Context: an optimization exercise on an open-source flow, tuned for small area. The choices shown serve that exercise and are no tape-out recipe. Only simulation tests tie the RTL to the original design; equivalence was not proved. No activity file was given, so power comes from the tool's default toggle rates.

==> design.v <==
package nvme_host_pkg;
  localparam int host_addr_bits = 8;
  typedef enum logic [host_addr_bits-1:0] {
    CONTROL   = 8'h00,
    STATUS    = 8'h04,
    SQ_LEVEL  = 8'h08,
    DPTR_LOW  = 8'h10,
    DPTR_HIGH = 8'h14,
    LBA_LOW   = 8'h18,
    LBA_HIGH  = 8'h1C,
    NLB       = 8'h20,
    COMMAND   = 8'h24
  } reg_addr_e;
  localparam int ctrl_error_on_full = 0;
  localparam int ctrl_clear_error   = 1;
  localparam int stat_sq_overflow   = 0;
  localparam int stat_sq_full       = 4;
  localparam int cmd_type_bit   = 0;
  localparam int cmd_queue_lsb  = 4;
  localparam int cmd_action_lsb = 8;
  typedef enum logic [7:0] {
    NVME_WRITE = 8'h01,
    NVME_READ  = 8'h02
  } nvme_opcode_e;
  localparam int cqe_sq_head_lsb = 64;
  localparam int cqe_cid_lsb     = 96;
  localparam logic [31:0] doorbell_base = 32'h0000_1000;
  function automatic logic [31:0] doorbell_addr(input int q, input logic is_cq);
    doorbell_addr = doorbell_base + 8 * (q + 1) + (is_cq ? 4 : 0);
  endfunction
  function automatic int rx_cq_limit(input int num_queues, input int sq_depth);
    rx_cq_limit = num_queues * sq_depth;
  endfunction
endpackage
`timescale 1ns/10ps
import nvme_host_pkg::*;
module host_axil_port (
  input  logic                      axi_aclk,
  input  logic                      axi_aresetn,
  input  logic [host_addr_bits-1:0] awaddr,
  input  logic                      awvalid,
  output logic                      awready,
  input  logic [31:0]               wdata,
  input  logic [3:0]                wstrb,
  input  logic                      wvalid,
  output logic                      wready,
  output logic [1:0]                bresp,
  output logic                      bvalid,
  input  logic                      bready,
  input  logic [host_addr_bits-1:0] araddr,
  input  logic                      arvalid,
  output logic                      arready,
  output logic [31:0]               rdata,
  output logic [1:0]                rresp,
  output logic                      rvalid,
  input  logic                      rready,
  output logic                      bus_cyc,
  output logic                      bus_stb,
  output logic                      bus_we,
  output logic [host_addr_bits-1:0] bus_adr,
  output logic [31:0]               bus_dat_w,
  input  logic [31:0]               bus_dat_r,
  input  logic                      bus_ack,
  input  logic                      bus_err
);
  typedef enum logic [1:0] {ST_IDLE, ST_BUS, ST_RESP} state_e;
  state_e                    state;
  logic                      aw_got;
  logic                      w_got;
  logic [host_addr_bits-1:0] aw_addr_q;
  logic [31:0]               w_data_q;
  logic                      cyc_q;
  logic                      aw_hs;
  logic                      w_hs;
  logic                      ar_hs;
  logic                      aw_have;
  logic                      w_have;
  logic [31:0]               strb_mask;
  assign aw_hs   = awvalid & awready;
  assign w_hs    = wvalid & wready;
  assign ar_hs   = arvalid & arready;
  assign aw_have = aw_got | aw_hs;
  assign w_have  = w_got | w_hs;
  assign strb_mask = {{8{wstrb[3]}}, {8{wstrb[2]}}, {8{wstrb[1]}}, {8{wstrb[0]}}};
  assign bus_cyc = cyc_q;
  assign bus_stb = cyc_q;
  always_ff @(posedge axi_aclk or negedge axi_aresetn) begin
    if (!axi_aresetn) begin
      state   <= ST_IDLE;
      aw_got  <= 1'b0;
      w_got   <= 1'b0;
      cyc_q   <= 1'b0;
      awready <= 1'b0;
      wready  <= 1'b0;
      arready <= 1'b0;
      bvalid  <= 1'b0;
      rvalid  <= 1'b0;
    end else begin
      case (state)
        ST_IDLE: begin
          if (aw_hs) begin
            aw_got    <= 1'b1;
            aw_addr_q <= awaddr;
          end
          if (w_hs) begin
            w_got    <= 1'b1;
            w_data_q <= wdata & strb_mask;
          end
          if (ar_hs) begin
            bus_adr <= araddr;
            bus_we  <= 1'b0;
          end else if (aw_have && w_have) begin
            bus_adr   <= aw_hs ? awaddr : aw_addr_q;
            bus_dat_w <= w_hs ? (wdata & strb_mask) : w_data_q;
            bus_we    <= 1'b1;
            aw_got    <= 1'b0;
            w_got     <= 1'b0;
          end
          if (ar_hs || (aw_have && w_have)) begin
            cyc_q   <= 1'b1;
            state   <= ST_BUS;
            awready <= 1'b0;
            wready  <= 1'b0;
            arready <= 1'b0;
          end else begin
            awready <= !aw_have;
            wready  <= !w_have;
            arready <= !aw_have && !w_have;
          end
        end
        ST_BUS: begin
          if (bus_ack || bus_err) begin
            cyc_q <= 1'b0;
            state <= ST_RESP;
            if (bus_we) begin
              bvalid <= 1'b1;
              bresp  <= bus_err ? 2'b10 : 2'b00;
            end else begin
              rvalid <= 1'b1;
              rresp  <= bus_err ? 2'b10 : 2'b00;
              rdata  <= bus_dat_r;
            end
          end
        end
        default: begin
          if (bvalid && bready) begin
            bvalid <= 1'b0;
            state  <= ST_IDLE;
          end
          if (rvalid && rready) begin
            rvalid <= 1'b0;
            state  <= ST_IDLE;
          end
        end
      endcase
    end
  end
endmodule
`timescale 1ns/10ps
import nvme_host_pkg::*;
module host_regs #(
  parameter int NUM_QUEUES = 2,
  parameter int SQ_DEPTH   = 16
) (
  input  logic                                 axi_aclk,
  input  logic                                 axi_aresetn,
  input  logic                                 bus_cyc,
  input  logic                                 bus_stb,
  input  logic                                 bus_we,
  input  logic [host_addr_bits-1:0]            bus_adr,
  input  logic [31:0]                          bus_dat_w,
  output logic [31:0]                          bus_dat_r,
  output logic                                 bus_ack,
  output logic                                 bus_err,
  output logic                                 cmd_valid,
  input  logic                                 cmd_ready,
  output logic [((NUM_QUEUES > 1) ? $clog2(NUM_QUEUES) : 1)-1:0] cmd_queue,
  output logic [7:0]                           cmd_opcode,
  output logic [15:0]                          cmd_cid,
  output logic [63:0]                          cmd_dptr,
  output logic [63:0]                          cmd_lba,
  output logic [15:0]                          cmd_nlb,
  input  logic [NUM_QUEUES-1:0]                sq_full,
  input  logic [NUM_QUEUES*$clog2(SQ_DEPTH)-1:0] sq_level
);
  localparam int QB = (NUM_QUEUES > 1) ? $clog2(NUM_QUEUES) : 1;
  localparam int LB = $clog2(SQ_DEPTH);
  logic [31:0] control;
  logic [31:0] dptr_lo;
  logic [31:0] dptr_hi;
  logic [31:0] lba_lo;
  logic [31:0] lba_hi;
  logic [31:0] nlb_q;
  logic [31:0] command;
  logic        overflow;
  logic        cmd_pend;
  logic [7:0]  seq [16];
  logic        req;
  logic [3:0]  action;
  logic [QB-1:0] queue;
  logic [31:0] status_w;
  logic [31:0] level_w;
  assign req    = bus_cyc & bus_stb & ~bus_ack & ~bus_err;
  assign action = bus_dat_w[cmd_action_lsb +: 4];
  assign queue  = bus_dat_w[cmd_queue_lsb +: QB];
  assign cmd_valid = cmd_pend & ~sq_full[cmd_queue];
  always_comb begin
    status_w = '0;
    level_w  = '0;
    status_w[stat_sq_overflow] = overflow;
    for (int q = 0; q < NUM_QUEUES; q++) begin
      status_w[stat_sq_full + q] = sq_full[q];
      level_w[8*q +: 8] = 8'(sq_level[q*LB +: LB]);
    end
  end
  always_ff @(posedge axi_aclk or negedge axi_aresetn) begin
    if (!axi_aresetn) begin
      control  <= '0;
      overflow <= 1'b0;
      cmd_pend <= 1'b0;
      bus_ack  <= 1'b0;
      bus_err  <= 1'b0;
      for (int i = 0; i < 16; i++) begin
        seq[i] <= '0;
      end
    end else begin
      bus_ack <= 1'b0;
      bus_err <= 1'b0;
      if (cmd_valid && cmd_ready) begin
        cmd_pend <= 1'b0;
        bus_ack  <= 1'b1;
      end else if (req && !cmd_pend && bus_we) begin
        bus_ack <= 1'b1;
        case (bus_adr)
          CONTROL: begin
            control <= bus_dat_w & ~(32'd1 << ctrl_clear_error);
            if (bus_dat_w[ctrl_clear_error]) begin
              overflow <= 1'b0;
            end
          end
          DPTR_LOW:  dptr_lo <= bus_dat_w;
          DPTR_HIGH: dptr_hi <= bus_dat_w;
          LBA_LOW:   lba_lo  <= bus_dat_w;
          LBA_HIGH:  lba_hi  <= bus_dat_w;
          NLB:       nlb_q   <= bus_dat_w;
          COMMAND: begin
            command <= bus_dat_w;
            bus_ack <= 1'b0;
            if (sq_full[queue] && control[ctrl_error_on_full]) begin
              bus_err  <= 1'b1;
              overflow <= 1'b1;
            end else begin
              cmd_pend    <= 1'b1;
              cmd_queue   <= queue;
              cmd_opcode  <= bus_dat_w[cmd_type_bit] ? NVME_WRITE : NVME_READ;
              cmd_cid     <= {seq[action], action, 4'(queue)};
              cmd_dptr    <= {dptr_hi, dptr_lo};
              cmd_lba     <= {lba_hi, lba_lo};
              cmd_nlb     <= nlb_q[15:0];
              seq[action] <= seq[action] + 8'd1;
            end
          end
          default: begin
            bus_ack <= 1'b0;
            bus_err <= 1'b1;
          end
        endcase
      end else if (req && !cmd_pend) begin
        bus_ack <= 1'b1;
        case (bus_adr)
          CONTROL:   bus_dat_r <= control;
          STATUS:    bus_dat_r <= status_w;
          SQ_LEVEL:  bus_dat_r <= level_w;
          DPTR_LOW:  bus_dat_r <= dptr_lo;
          DPTR_HIGH: bus_dat_r <= dptr_hi;
          LBA_LOW:   bus_dat_r <= lba_lo;
          LBA_HIGH:  bus_dat_r <= lba_hi;
          NLB:       bus_dat_r <= nlb_q;
          COMMAND:   bus_dat_r <= command;
          default: begin
            bus_ack   <= 1'b0;
            bus_err   <= 1'b1;
            bus_dat_r <= '0;
          end
        endcase
      end
    end
  end
endmodule
`timescale 1ns/10ps
import nvme_host_pkg::*;
module queue_tracker #(
  parameter int NUM_QUEUES   = 2,
  parameter int SQ_DEPTH     = 16,
  parameter int RX_ADDR_BITS = 6
) (
  input  logic                                   axi_aclk,
  input  logic                                   axi_aresetn,
  input  logic                                   rx_write_valid,
  input  logic [RX_ADDR_BITS-1:0]                rx_waddr,
  input  logic [127:0]                           rx_wdata,
  input  logic                                   entry_done,
  input  logic [((NUM_QUEUES > 1) ? $clog2(NUM_QUEUES) : 1)-1:0] entry_queue,
  output logic [NUM_QUEUES*$clog2(SQ_DEPTH)-1:0] sq_tail,
  output logic [NUM_QUEUES-1:0]                  sq_full,
  output logic [NUM_QUEUES*$clog2(SQ_DEPTH)-1:0] sq_level,
  output logic [2*NUM_QUEUES-1:0]                db_req,
  output logic [2*NUM_QUEUES*32-1:0]             db_addr,
  output logic [2*NUM_QUEUES*32-1:0]             db_data,
  input  logic [2*NUM_QUEUES-1:0]                db_done
);
  localparam int QB = (NUM_QUEUES > 1) ? $clog2(NUM_QUEUES) : 1;
  localparam int PB = $clog2(SQ_DEPTH);
  logic [PB-1:0] tail    [NUM_QUEUES];
  logic [PB-1:0] head    [NUM_QUEUES];
  logic [PB-1:0] cq_head [NUM_QUEUES];
  logic          cqe_hit;
  logic [QB-1:0] cqe_queue;
  assign cqe_hit   = rx_write_valid &&
                     (rx_waddr < RX_ADDR_BITS'(NUM_QUEUES * SQ_DEPTH));
  assign cqe_queue = rx_wdata[cqe_cid_lsb +: QB];
  always_comb begin
    for (int q = 0; q < NUM_QUEUES; q++) begin
      sq_tail[q*PB +: PB]  = tail[q];
      sq_level[q*PB +: PB] = (tail[q] >= head[q]) ? tail[q] - head[q]
                                                  : PB'(SQ_DEPTH + tail[q] - head[q]);
      sq_full[q] = (sq_level[q*PB +: PB] == PB'(SQ_DEPTH - 1));
      db_addr[q*32 +: 32]              = doorbell_base + 32'(8 * (q + 1)) + 32'd4;
      db_data[q*32 +: 32]              = 32'(cq_head[q]);
      db_addr[(NUM_QUEUES + q)*32 +: 32] = doorbell_base + 32'(8 * (q + 1));
      db_data[(NUM_QUEUES + q)*32 +: 32] = 32'(tail[q]);
    end
  end
  always_ff @(posedge axi_aclk or negedge axi_aresetn) begin
    if (!axi_aresetn) begin
      db_req <= '0;
      for (int q = 0; q < NUM_QUEUES; q++) begin
        tail[q]    <= '0;
        head[q]    <= '0;
        cq_head[q] <= '0;
      end
    end else begin
      db_req <= db_req & ~db_done;
      if (entry_done) begin
        tail[entry_queue] <= (tail[entry_queue] == PB'(SQ_DEPTH - 1)) ? '0
                                                                      : tail[entry_queue] + 1'b1;
        db_req[NUM_QUEUES + int'(entry_queue)] <= 1'b1;
      end
      if (cqe_hit) begin
        head[cqe_queue]    <= rx_wdata[cqe_sq_head_lsb +: PB];
        cq_head[cqe_queue] <= (cq_head[cqe_queue] == PB'(SQ_DEPTH - 1)) ? '0
                                                                        : cq_head[cqe_queue] + 1'b1;
        db_req[cqe_queue]  <= 1'b1;
      end
    end
  end
endmodule
`timescale 1ns/10ps
import nvme_host_pkg::*;
module sq_cmd_builder #(
  parameter int NUM_QUEUES   = 2,
  parameter int SQ_DEPTH     = 16,
  parameter int TX_ADDR_BITS = 7
) (
  input  logic                                   axi_aclk,
  input  logic                                   axi_aresetn,
  input  logic                                   cmd_valid,
  output logic                                   cmd_ready,
  input  logic [((NUM_QUEUES > 1) ? $clog2(NUM_QUEUES) : 1)-1:0] cmd_queue,
  input  logic [7:0]                             cmd_opcode,
  input  logic [15:0]                            cmd_cid,
  input  logic [63:0]                            cmd_dptr,
  input  logic [63:0]                            cmd_lba,
  input  logic [15:0]                            cmd_nlb,
  input  logic [NUM_QUEUES*$clog2(SQ_DEPTH)-1:0] sq_tail,
  output logic [3:0]                             tx_write,
  output logic [TX_ADDR_BITS-1:0]                tx_waddr,
  output logic [127:0]                           tx_wdata,
  output logic                                   entry_done,
  output logic [((NUM_QUEUES > 1) ? $clog2(NUM_QUEUES) : 1)-1:0] entry_queue
);
  localparam int PB = $clog2(SQ_DEPTH);
  typedef enum logic {ST_IDLE, ST_BUILD} state_e;
  state_e       state;
  logic [1:0]   beat;
  logic [7:0]   opcode;
  logic [15:0]  cid;
  logic [63:0]  dptr;
  logic [63:0]  lba;
  logic [15:0]  nlb;
  assign cmd_ready = (state == ST_IDLE);
  always_ff @(posedge axi_aclk or negedge axi_aresetn) begin
    if (!axi_aresetn) begin
      state      <= ST_IDLE;
      beat       <= '0;
      tx_write   <= 4'h0;
      entry_done <= 1'b0;
    end else begin
      tx_write   <= 4'h0;
      entry_done <= 1'b0;
      if (state == ST_IDLE && cmd_valid) begin
        state       <= ST_BUILD;
        beat        <= '0;
        entry_queue <= cmd_queue;
        opcode      <= cmd_opcode;
        cid         <= cmd_cid;
        dptr        <= cmd_dptr;
        lba         <= cmd_lba;
        nlb         <= cmd_nlb;
      end else if (state == ST_BUILD) begin
        tx_write <= 4'hf;
        tx_waddr <= TX_ADDR_BITS'((int'(entry_queue) * SQ_DEPTH +
                                  int'(sq_tail[entry_queue*PB +: PB])) * 4 + int'(beat));
        case (beat)
          2'd0:    tx_wdata <= {96'd0, cid, 2'b00, 4'b0000, 2'b00, opcode};
          2'd1:    tx_wdata <= {dptr, 64'd0};
          2'd2:    tx_wdata <= {lba, 64'd0};
          default: tx_wdata <= {112'd0, nlb};
        endcase
        beat <= beat + 2'd1;
        if (beat == 2'd3) begin
          state      <= ST_IDLE;
          entry_done <= 1'b1;
        end
      end
    end
  end
endmodule
`timescale 1ns/10ps
module doorbell_writer #(
  parameter int NUM_QUEUES = 2
) (
  input  logic        axi_aclk,
  input  logic        axi_aresetn,
  input  logic [2*NUM_QUEUES-1:0]    db_req,
  input  logic [2*NUM_QUEUES*32-1:0] db_addr,
  input  logic [2*NUM_QUEUES*32-1:0] db_data,
  output logic [2*NUM_QUEUES-1:0]    db_done,
  output logic        pcie_write,
  output logic [31:0] pcie_waddr,
  output logic [31:0] pcie_wdata,
  input  logic        pcie_wdone
);
  localparam int NS = 2 * NUM_QUEUES;
  localparam int SB = $clog2(NS);
  typedef enum logic {ST_IDLE, ST_WAIT} state_e;
  state_e        state;
  logic [SB-1:0] sel;
  logic [SB-1:0] pick;
  always_comb begin
    pick = '0;
    for (int i = NS - 1; i >= 0; i--) begin
      if (db_req[i]) begin
        pick = SB'(i);
      end
    end
  end
  always_comb begin
    db_done = '0;
    if (state == ST_WAIT && pcie_wdone) begin
      db_done[sel] = 1'b1;
    end
  end
  always_ff @(posedge axi_aclk or negedge axi_aresetn) begin
    if (!axi_aresetn) begin
      state      <= ST_IDLE;
      sel        <= '0;
      pcie_write <= 1'b0;
    end else begin
      pcie_write <= 1'b0;
      if (state == ST_IDLE && |db_req) begin
        sel        <= pick;
        pcie_write <= 1'b1;
        pcie_waddr <= db_addr[pick*32 +: 32];
        pcie_wdata <= db_data[pick*32 +: 32];
        state      <= ST_WAIT;
      end else if (state == ST_WAIT && pcie_wdone) begin
        state <= ST_IDLE;
      end
    end
  end
endmodule
`timescale 1ns/10ps
import nvme_host_pkg::*;
module nvme_host_slave #(
  parameter int NUM_QUEUES = 2,
  parameter int SQ_DEPTH   = 16,
  parameter int TX_ADDR_BITS = $clog2(NUM_QUEUES * SQ_DEPTH * 4),
  parameter int RX_ADDR_BITS = $clog2(NUM_QUEUES * SQ_DEPTH) + 1
) (
  input  logic                      axi_aclk,
  input  logic                      axi_aresetn,
  input  logic [host_addr_bits-1:0] awaddr,
  input  logic                      awvalid,
  output logic                      awready,
  input  logic [31:0]               wdata,
  input  logic [3:0]                wstrb,
  input  logic                      wvalid,
  output logic                      wready,
  output logic [1:0]                bresp,
  output logic                      bvalid,
  input  logic                      bready,
  input  logic [host_addr_bits-1:0] araddr,
  input  logic                      arvalid,
  output logic                      arready,
  output logic [31:0]               rdata,
  output logic [1:0]                rresp,
  output logic                      rvalid,
  input  logic                      rready,
  output logic [3:0]                tx_write,
  output logic [TX_ADDR_BITS-1:0]   tx_waddr,
  output logic [127:0]              tx_wdata,
  input  logic                      rx_write_valid,
  input  logic [RX_ADDR_BITS-1:0]   rx_waddr,
  input  logic [127:0]              rx_wdata,
  output logic                      pcie_write,
  output logic [31:0]               pcie_waddr,
  output logic [31:0]               pcie_wdata,
  input  logic                      pcie_wdone
);
  localparam int QB = (NUM_QUEUES > 1) ? $clog2(NUM_QUEUES) : 1;
  localparam int PB = $clog2(SQ_DEPTH);
  logic [NUM_QUEUES*PB-1:0] sq_tail;
  logic [NUM_QUEUES*PB-1:0] sq_level;
  logic [NUM_QUEUES-1:0]    sq_full;
  logic                     entry_done;
  logic [QB-1:0]            entry_queue;
  logic                      bus_cyc;
  logic                      bus_stb;
  logic                      bus_we;
  logic [host_addr_bits-1:0] bus_adr;
  logic [31:0]               bus_dat_w;
  logic [31:0]               bus_dat_r;
  logic                      bus_ack;
  logic                      bus_err;
  logic                      cmd_valid;
  logic                      cmd_ready;
  logic [QB-1:0]             cmd_queue;
  logic [7:0]                cmd_opcode;
  logic [15:0]               cmd_cid;
  logic [63:0]               cmd_dptr;
  logic [63:0]               cmd_lba;
  logic [15:0]               cmd_nlb;
  logic [2*NUM_QUEUES-1:0]    db_req;
  logic [2*NUM_QUEUES*32-1:0] db_addr;
  logic [2*NUM_QUEUES*32-1:0] db_data;
  logic [2*NUM_QUEUES-1:0]    db_done;
  host_axil_port host_axil_port_i (.*);
  host_regs #(.NUM_QUEUES(NUM_QUEUES), .SQ_DEPTH(SQ_DEPTH)) host_regs_i (
    .axi_aclk, .axi_aresetn, .bus_cyc, .bus_stb, .bus_we, .bus_adr, .bus_dat_w, .bus_dat_r,
    .bus_ack, .bus_err, .cmd_valid, .cmd_ready, .cmd_queue, .cmd_opcode, .cmd_cid, .cmd_dptr,
    .cmd_lba, .cmd_nlb, .sq_full, .sq_level
  );
  queue_tracker #(
    .NUM_QUEUES(NUM_QUEUES), .SQ_DEPTH(SQ_DEPTH), .RX_ADDR_BITS(RX_ADDR_BITS)
  ) queue_tracker_i (
    .axi_aclk, .axi_aresetn, .rx_write_valid, .rx_waddr, .rx_wdata, .entry_done,
    .entry_queue, .sq_tail, .sq_full, .sq_level, .db_req, .db_addr, .db_data, .db_done
  );
  sq_cmd_builder #(
    .NUM_QUEUES(NUM_QUEUES), .SQ_DEPTH(SQ_DEPTH), .TX_ADDR_BITS(TX_ADDR_BITS)
  ) sq_cmd_builder_i (
    .axi_aclk, .axi_aresetn, .cmd_valid, .cmd_ready, .cmd_queue, .cmd_opcode, .cmd_cid,
    .cmd_dptr, .cmd_lba, .cmd_nlb, .sq_tail, .tx_write, .tx_waddr,
    .tx_wdata, .entry_done, .entry_queue
  );
  doorbell_writer #(.NUM_QUEUES(NUM_QUEUES)) doorbell_writer_i (
    .axi_aclk, .axi_aresetn, .db_req, .db_addr, .db_data, .db_done, .pcie_write, .pcie_waddr, .pcie_wdata,
    .pcie_wdone
  );
endmodule
==> run.sh <==
#!/bin/bash
# synth_recipe.tcl (not shown) runs the flow's synth.tcl, then flattens the netlist and writes it again
# the make line also repeats each setting of config.mk as NAME=value (left out here)
make -C /OpenROAD-flow-scripts/flow DESIGN_CONFIG=/design/flow/config.mk WORK_HOME=/design/flow/orfs CLKGATE_MAP_FILE= SYNTH_SCRIPT=/design/flow/synth_recipe.tcl finish
==> config.mk <==
export PLATFORM = sky130hd
export DESIGN_NAME = nvme_host_slave
export DESIGN_NICKNAME = nvme_host_slave
export VERILOG_FILES = /design/flow/design.v
export SDC_FILE = /design/flow/constraint.sdc
export NUM_CORES = 4
export LEC_CHECK = 0
export CAP_MARGIN = 20
export CORE_MARGIN = 2
export CORE_UTILIZATION = 40
export SLEW_MARGIN = 20
==> constraint.sdc <==
create_clock -name core_clock -period 8.0 [get_ports {axi_aclk}]
set_input_delay 1.6000 -clock core_clock [delete_from_list [all_inputs] [get_ports {axi_aclk}]]
set_output_delay 1.6000 -clock core_clock [all_outputs]
set_load 0.01 [all_outputs]
==> summary.txt <==
## synthesized netlist by cell type (all sizes together) (6+ instances only)
cell type and n:
nor2 124, ha 13, o21ai 105, nor3 28
clkbuf 77, mux2 145, o22ai 8, a222oi 11
nand2b 8, a31oi 9, mux2i 46, and3 10
inv 30, or4 15, nand3b 7, a221oi 29
o211ai 6, nor2b 19, a22o 6, buf 148
a21oi 42, edfxtp 764, nand3 59, a22oi 98
xnor2 13, and2 37, dfrtp 210, nand2 223
nor4 6
## logic make-up (layout without fill, tap and decap cells)
kind of cell | after synthesis | after routing
xor+xnor | 15 | 15
fa+ha+maj | 15 | 15
other cells | 2 | 95
mux | 194 | 194
simple gates | 568 | 568
buf+inv | 256 | 480
compound gates | 349 | 349
flops | 974 | 974
## through the flow
stage	util	worst slack (ns)	std cells
CTS	0.4748	2.943	3943
global route	0.4749	2.625	3944
finish	0.4749	2.789	3944
detailed placement	0.4372	2.990	3757
floorplan	-	1.096	2465
global placement	0.4371	3.025	3756
## layer usage
layer  part of all wire  GRT usage  vias to the layer above
met5                  0          0                        -
met1               0.42     0.2431                    10300
li1                   -          -                     9189
met2               0.49     0.3030                      654
met4              0.027    0.06243                        0
met3              0.065    0.03484                      131
## worst max-delay path, stage by stage, from the launching register on
cell	delay, ns
edfxtp_1	0.36
buf_4	0.32
nor3_1	0.55
and4_2	1.07
nand3_1	0.78
or2_1	0.45
buf_4	0.25
nor2_4	0.14
buf_12	0.47
## worst paths after layout
check / depth (start not counted) / slack (ns) / start / to
worst min-delay path: 0 / 0.39 / host_regs_i.cmd_nlb[8] / sq_cmd_builder_i.nlb[8]
worst min register to register: 0 / 0.39 / host_regs_i.cmd_nlb[8] / sq_cmd_builder_i.nlb[8]
max in group asynchronous: 3 / 5.25 / axi_aresetn / host_regs_i.seq[14][7]
worst max-delay path: 8 / 2.79 / host_axil_port_i.bus_adr[3] / host_regs_i.cmd_lba[15]
worst max register to register: 8 / 2.79 / host_axil_port_i.bus_adr[3] / host_regs_i.cmd_lba[15]
min in group asynchronous: 1 / 0.83 / axi_aresetn / sq_cmd_builder_i.tx_write[2]
## cell type report
cell class / count / area, um^2
Fill cell: 7852 / 48790
Sequential cell: 974 / 28200
Multi-Input combinational cell: 1235 / 8198
Clock buffer: 115 / 2576
Timing Repair Buffer: 263 / 2551
Tap cell: 1254 / 1569
Clock inverter: 71 / 912.1
Inverter: 31 / 116.4
Antenna cell: 1 / 2.502
## cells in the final DEF (no fill, tap or decap), drive strengths merged, types with 29 or more instances in the layout
cell	count
a221oi	29
nor2	124
clkdlybuf4s50	216
dfrtp	210
mux2	145
nand3	59
and2	37
o21ai	105
buf	47
conb	94
edfxtp	764
inv	35
mux2i	46
a22oi	98
clkinv	46
clkbuf	115
nand2	223
a21oi	42
## power groups by stage
stage	Combinational [W]	Clock, W	Sequential (W)
6_report	0.00189	0.00485	0.00621
5_1_grt	0.00206	0.00515	0.00626
4_1_cts	0.00192	0.00494	0.00622
3_5_place_dp	0.00192	0	0.00632
3_3_place_gp	0.00187	0	0.00630
2_1_floorplan	0.00105	0	0.00631
## registers in the layout, summed over array words and instances, names as in the netlist, 32 cells and up
signal	count
host_regs_i.seq	128
host_regs_i.lba_lo	32
sq_cmd_builder_i.dptr	64
host_regs_i.command	32
host_regs_i.bus_dat_r	32
host_axil_port_i.w_data_q	32
host_axil_port_i.bus_dat_w	32
host_regs_i.dptr_hi	32
sq_cmd_builder_i.tx_wdata	93
host_regs_i.cmd_dptr	64
host_regs_i.nlb_q	32
host_axil_port_i.rdata	32
sq_cmd_builder_i.lba	64
host_regs_i.lba_hi	32
host_regs_i.cmd_lba	64
host_regs_i.dptr_lo	32
==> results.json <==
{
  "seq_area_frac_synth": 0.7543,
  "hp-class": "register to register",
  "synth_top_family_by_area": "simple AND/OR/NAND/NOR gates",
  "synth_compound_area_frac": 0.06276,
  "ctsLongestPathBuffers": 3,
  "syn_avg_cell_area_um2": 15.75,
  "avgRoutedWirePerCell_um": 22.26,
  "cts_root_buf": "clkbuf_16",
  "ys_ff_latch": 974,
  "grt_overflow": 0,
  "pin_count": 440,
  "place.gp.congestion": 0.8209,
  "yosys.area_share.simple": 0.07598,
  "start_util": 0.4023,
  "portBuffers": 217,
  "clk_latency_ns": 0.69,
  "ant_nets": 0,
  "finalHoldViolCount": 0,
  "crit_path_end_kind": "register",
  "critPathLaunchType": "register",
  "p_sw_frac": 0.2619,
  "grt_max_degree": 160,
  "design_power_total_w": 0.01295,
  "post_cts_buffers": 0,
  "drv_slew": 0,
  "grt_first_pass_wirelength_um": 129700,
  "grt_pass1_vias": 20440,
  "fp.dieW_um": 309.7,
  "yosysWarnings": 9,
  "skew_ns": 0.04224,
  "placeableCoreArea_mm2": 0.09291,
  "cts_sinks": 974,
  "syn_area_mm2": 0.03738,
  "dieArea_mm2": 0.09591,
  "critical_path_class": "register to register",
  "critPathArrivalTime_ns": 5.49,
  "power.internal_w": 0.009555,
  "drt_iter0_drc": 1714,
  "areaGrowthSynthToFinish_pct": 18.04,
  "drive_gt1_frac": 0.1536,
  "p_leak_nw": 16.15,
  "synth_edf_count": 764,
  "rsz0062_at_grt": "false",
  "fin_area_mm2": 0.04412,
  "setup_viol": 0,
  "dr.pass1.iters": 6,
  "ys_types": 82,
  "wirelength_um": 87780,
  "outcome": "finished clean",
  "worstMarginPinSlew_ns": 1.163,
  "yosys.area.top_type_share": 0.6138,
  "post_dp_cell_area_mm2": 0.04062,
  "routed-via-count": 20270,
  "grt_usage": 0.1832,
  "p_clk_frac": 0.375,
  "power_density_mw_per_mm2": 293.4,
  "yosys-mux-area-fraction": 0.05851,
  "fin_tns_setup_ns": 0,
  "drv_cap": 0,
  "antenna_found_initial": 1,
  "cts_hold_buffers": 0,
  "die_h_um": 309.7,
  "fin_nets": 2813,
  "postSynthCellCount": 2373,
  "synth_top_cells_by_area": "edfxtp_1 (61%), dfrtp_1 (14%), mux2_2 (4.2%)",
  "crit_fanout": 159,
  "max_freq_mhz": 191.9,
  "drc": 0,
  "pwr-share-seq": 0.480,
  "synth_adder_area_share": 0.005423,
  "slew_headroom": 0.2246,
  "synthArstFlopShare": 0.2156,
  "synth_top_flop_cell": "edfxtp_1",
  "holdWs_ns": 0.3908,
  "num_rows": 112,
  "cts_tree": "done",
  "p_comb_frac": 0.146,
  "h-tree-depth": 3,
  "cp.required_ns": 8.28,
  "yosys.area.top_type": "edfxtp_1",
  "fin_crit_ns": 5.211,
  "place_hpwl_um": 54460,
  "via_per_inst": 5.140,
  "clkSlewWorstSetupHoldPaths_ns": 0.06,
  "cts_resized": 0,
  "final.period_utilization": 0.6513,
  "p_sw_w": 0.003390,
  "cts_buffers": 98,
  "ir_worst_vdd_mv": 0.2194,
  "synthXorXnorAreaFrac": 0.003916
}

[what the ideal ports hide]
The flow's constraints put no driver on any port. The routed layout listed below was extracted and timed again, unchanged, in two steps. Step 1: set_driving_cell puts a clkbuf_16 on axi_aclk and a buf_2 on each other input, an assumption about the parent block. Step 2, shift: input delay + t, output delay - t, t = (earliest + latest rising clock arrival at the registers) / 2. This alone moves slack from input paths to output paths. a / b / c = ideal / step 1 / step 2; a / b = the first two.
t, ns: 0.730
setup WS [ns]: 2.789 / 2.789 / 2.789
worst setup path at the end: register to register
clock arrival spread, ns: 0.044 / 0.043
After both steps this run still meets setup and hold. The setup slack of this run moves by 0.000 ns with the drivers and by 0.000 ns with both steps.
